This design comes from an exercise in tuning for small area, a short achievable clock period and few clock cycles per item on the open sky130 flow, not from production work.
In this exercise RTL edits were held to simulation tests only and were not proved equivalent to the original.
Power figures rest on the tool's default switching activity, not on a simulated workload.

Design complex_mult_pipe, start of the top module:
module complex_mult_pipe
#(
  parameter int WL    = 16,
  parameter int ROUND = fft_pkg::ROUND_HALFUP,
  parameter int SAT   = fft_pkg::SAT_CLAMP
) (
  input  logic                 clk,
  input  logic                 rst,
  input  logic                 in_valid,
  output logic                 in_ready,
  input  logic signed [WL-1:0] a_r,
  input  logic signed [WL-1:0] a_i,
  input  logic signed [WL-1:0] b_r,
  input  logic signed [WL-1:0] b_i,
  input  logic                 conj_b,
  output logic                 out_valid,
  input  logic                 out_ready,
  output logic signed [WL-1:0] out_r,
  output logic signed [WL-1:0] out_i,
  output logic                 out_ovf
);
Size: roughly 0.038 mm2 of cells after synthesis.
clock: 8.0 ns
lec_check: 0
cap_margin: 20
core_margin: 2
core_utilization: 55
setup_slack_margin: 4.8
slew_margin: 20
synth_hierarchical: 1
synth_minimum_keep_size: 0
tns_end_percent: 10
run.sh (not shown) runs the stock make flow with config.mk's settings and CLKGATE_MAP_FILE= SYNTH_SCRIPT=/design/flow/synth_recipe.tcl, a recipe that flattens the netlist after the stock synthesis.
The baseline completed with no timing, DRC or antenna violations.
Testbench counts at the start, summed over its fixed seeds: cycles 4,128, items 4,096.
Change:
Settings changed: CORE_UTILIZATION 55 to 62, SETUP_SLACK_MARGIN 4.8 to 5, TNS_END_PERCENT 10 to unset.
The changed run went through all stages and came out clean.
Wire length goes up by 6.0%.
Sequential power hardly moves.
Setup slack got worse by 0.039 ns.
Synthesized cell count is unchanged.
Power goes up by about 8%.

v7:
Another version of the RTL of complex_mult_pipe (not shown whole).
Size in the first run: ~3100 cells after synthesis, roughly 100 I/O pins, roughly 37000 um^2 of cells after synthesis.
Settings: LEC_CHECK=0, CAP_MARGIN=5, CORE_MARGIN=2, CORE_UTILIZATION=55, SETUP_SLACK_MARGIN=4.9, SLEW_MARGIN=5, SYNTH_HIERARCHICAL=1, SYNTH_MINIMUM_KEEP_SIZE=0; clock period 8.0 ns.
Testbench counts of v7, summed over its fixed seeds: cycles 4,128, items 4,096.
Setup changes, v7 to v11
Settings: SETUP_SLACK_MARGIN now 4.8, was 4.9; PLACE_DENSITY now 0.75, previously not set.
v11 ended with every stage complete and zero timing, DRC or antenna violations.
From v7 to v11 the numbers moved as follows: non-clock buffer count decreased 48, clock period minus worst slack decreased 0.065 ns, share of the clock period used by the worst path decreased 0.82 points, pin count of the biggest net entering global routing increased 4.
## Diff of input files: v58 against v11
Settings: PLACE_DENSITY no longer set, was 0.75.
==> comparison <==
Compared to v11, v58 has number of antenna violations at the first check in global routing 1 lower.
From v11 to v58 the numbers moved as follows: largest net degree at the start of global routing saw a decrease, non-clock buffer count saw an increase, final worst setup slack saw a decrease.

delta:
RTL: one of the versions met above, not the one the previous note started from.
Size: about 3100 cells after synthesis, ~510 flip-flops, about 100 I/O pins, roughly 38000 um2 of cells after synthesis.
// complex_mult_pipe
module complex_mult_pipe
#(
  parameter int WL    = 16,
  parameter int ROUND = fft_pkg::ROUND_HALFUP,
  parameter int SAT   = fft_pkg::SAT_CLAMP
) (
  input  logic                 clk,
  input  logic                 rst,
  input  logic                 in_valid,
  output logic                 in_ready,
  input  logic signed [WL-1:0] a_r,
  input  logic signed [WL-1:0] a_i,
  input  logic signed [WL-1:0] b_r,
  input  logic signed [WL-1:0] b_i,
  input  logic                 conj_b,
  output logic                 out_valid,
  input  logic                 out_ready,
  output logic signed [WL-1:0] out_r,
  output logic signed [WL-1:0] out_i,
  output logic                 out_ovf
);
export LEC_CHECK = 0
export CAP_MARGIN = 20
export CORE_MARGIN = 2
export CORE_UTILIZATION = 55
export SETUP_SLACK_MARGIN = 4.5
export SLEW_MARGIN = 20
export SYNTH_HIERARCHICAL = 1
export SYNTH_MINIMUM_KEEP_SIZE = 0
create_clock -name core_clock -period 8.0 [get_ports {clk}]
Testbench counts of delta, summed over its fixed seeds: cycles 4,128, items 4,096.
Here is what was changed in the inputs of harbor compared with delta.
Settings: CTS_BUF_LIST newly set to sky130_fd_sc_hd__clkbuf_4 sky130_fd_sc_hd__clkbuf_8; SETUP_SLACK_MARGIN changed from 4.5 to 4.8.
Notes after the runs:
- harbor: PASS, flow complete, no timing, DRC or antenna violations
- Total routed wirelength, harbor and delta: lower on delta
- delta reports its launch point of the critical path as br_neg[0] while harbor reports r_ar[2].
- harbor vs delta, critical path data required time went up by 110 ps.
- The run showing the smaller area of all placed cells without fillers is delta.
- harbor packs its core tighter than delta.
Inputs modified between harbor and tundra:
Settings: SLEW_MARGIN now 5, was 20; CAP_MARGIN now 5, was 20; CTS_BUF_LIST no longer set, was sky130_fd_sc_hd__clkbuf_4 sky130_fd_sc_hd__clkbuf_8.
Findings:
- Taking harbor as the reference point, the clock period minus final worst setup slack of tundra falls by 58 ps.
- The lower clock-buffer cell count of tundra and harbor is in tundra.
- tundra against harbor: routed length per placed instance level; routed wire length fell by about 1.8%.
- When tundra is measured against harbor, its register fraction of the total cell area turns out 0.19 points higher.

[re-timing with driven ports]
How much do the figures lean on ideal ports? The routed layouts below were timed once more, with nothing changed but the port constraints. Step 1: set_driving_cell puts a clkbuf_16 on clk and a buf_2 on each other input, an assumption about the parent block. Step 2 times the ports against the registers' clock, not the clock port: input delays grow and output delays shrink by t, the midpoint of the rising clock arrivals with the driver on. Slacks: no drivers / after step 1 / after step 2; pairs: no drivers / after step 1.
run | t, ns | setup slack, ns | slew at the worst register clock pin (ns) | cell pins on the clock port's net
the first run of note 1 | 0.703 | 4.780 / 4.780 / 4.225 | 0.08 / 0.08 | 1
the second run of note 1 | 0.699 | 4.741 / 4.741 / 4.438 | 0.07 / 0.07 | 1
v7 | 0.677 | 4.749 / 4.749 / 4.466 | 0.07 / 0.07 | 1
v11 | 0.684 | 4.815 / 4.810 / 4.281 | 0.07 / 0.07 | 1
v58 | 0.673 | 4.798 / 4.798 / 4.480 | 0.07 / 0.07 | 1
delta | 0.682 | 4.563 / 4.563 / 4.204 | 0.07 / 0.07 | 1
harbor | 0.786 | 4.764 / 4.764 / 4.251 | 0.08 / 0.08 | 1
tundra | 0.689 | 4.822 / 4.809 / 4.289 | 0.07 / 0.07 | 1
After both steps setup and hold are still met in every run listed. For the first run of note 1, which loses most, drivers alone change the setup slack by 0.000 ns; drivers and shift together by -0.555 ns.
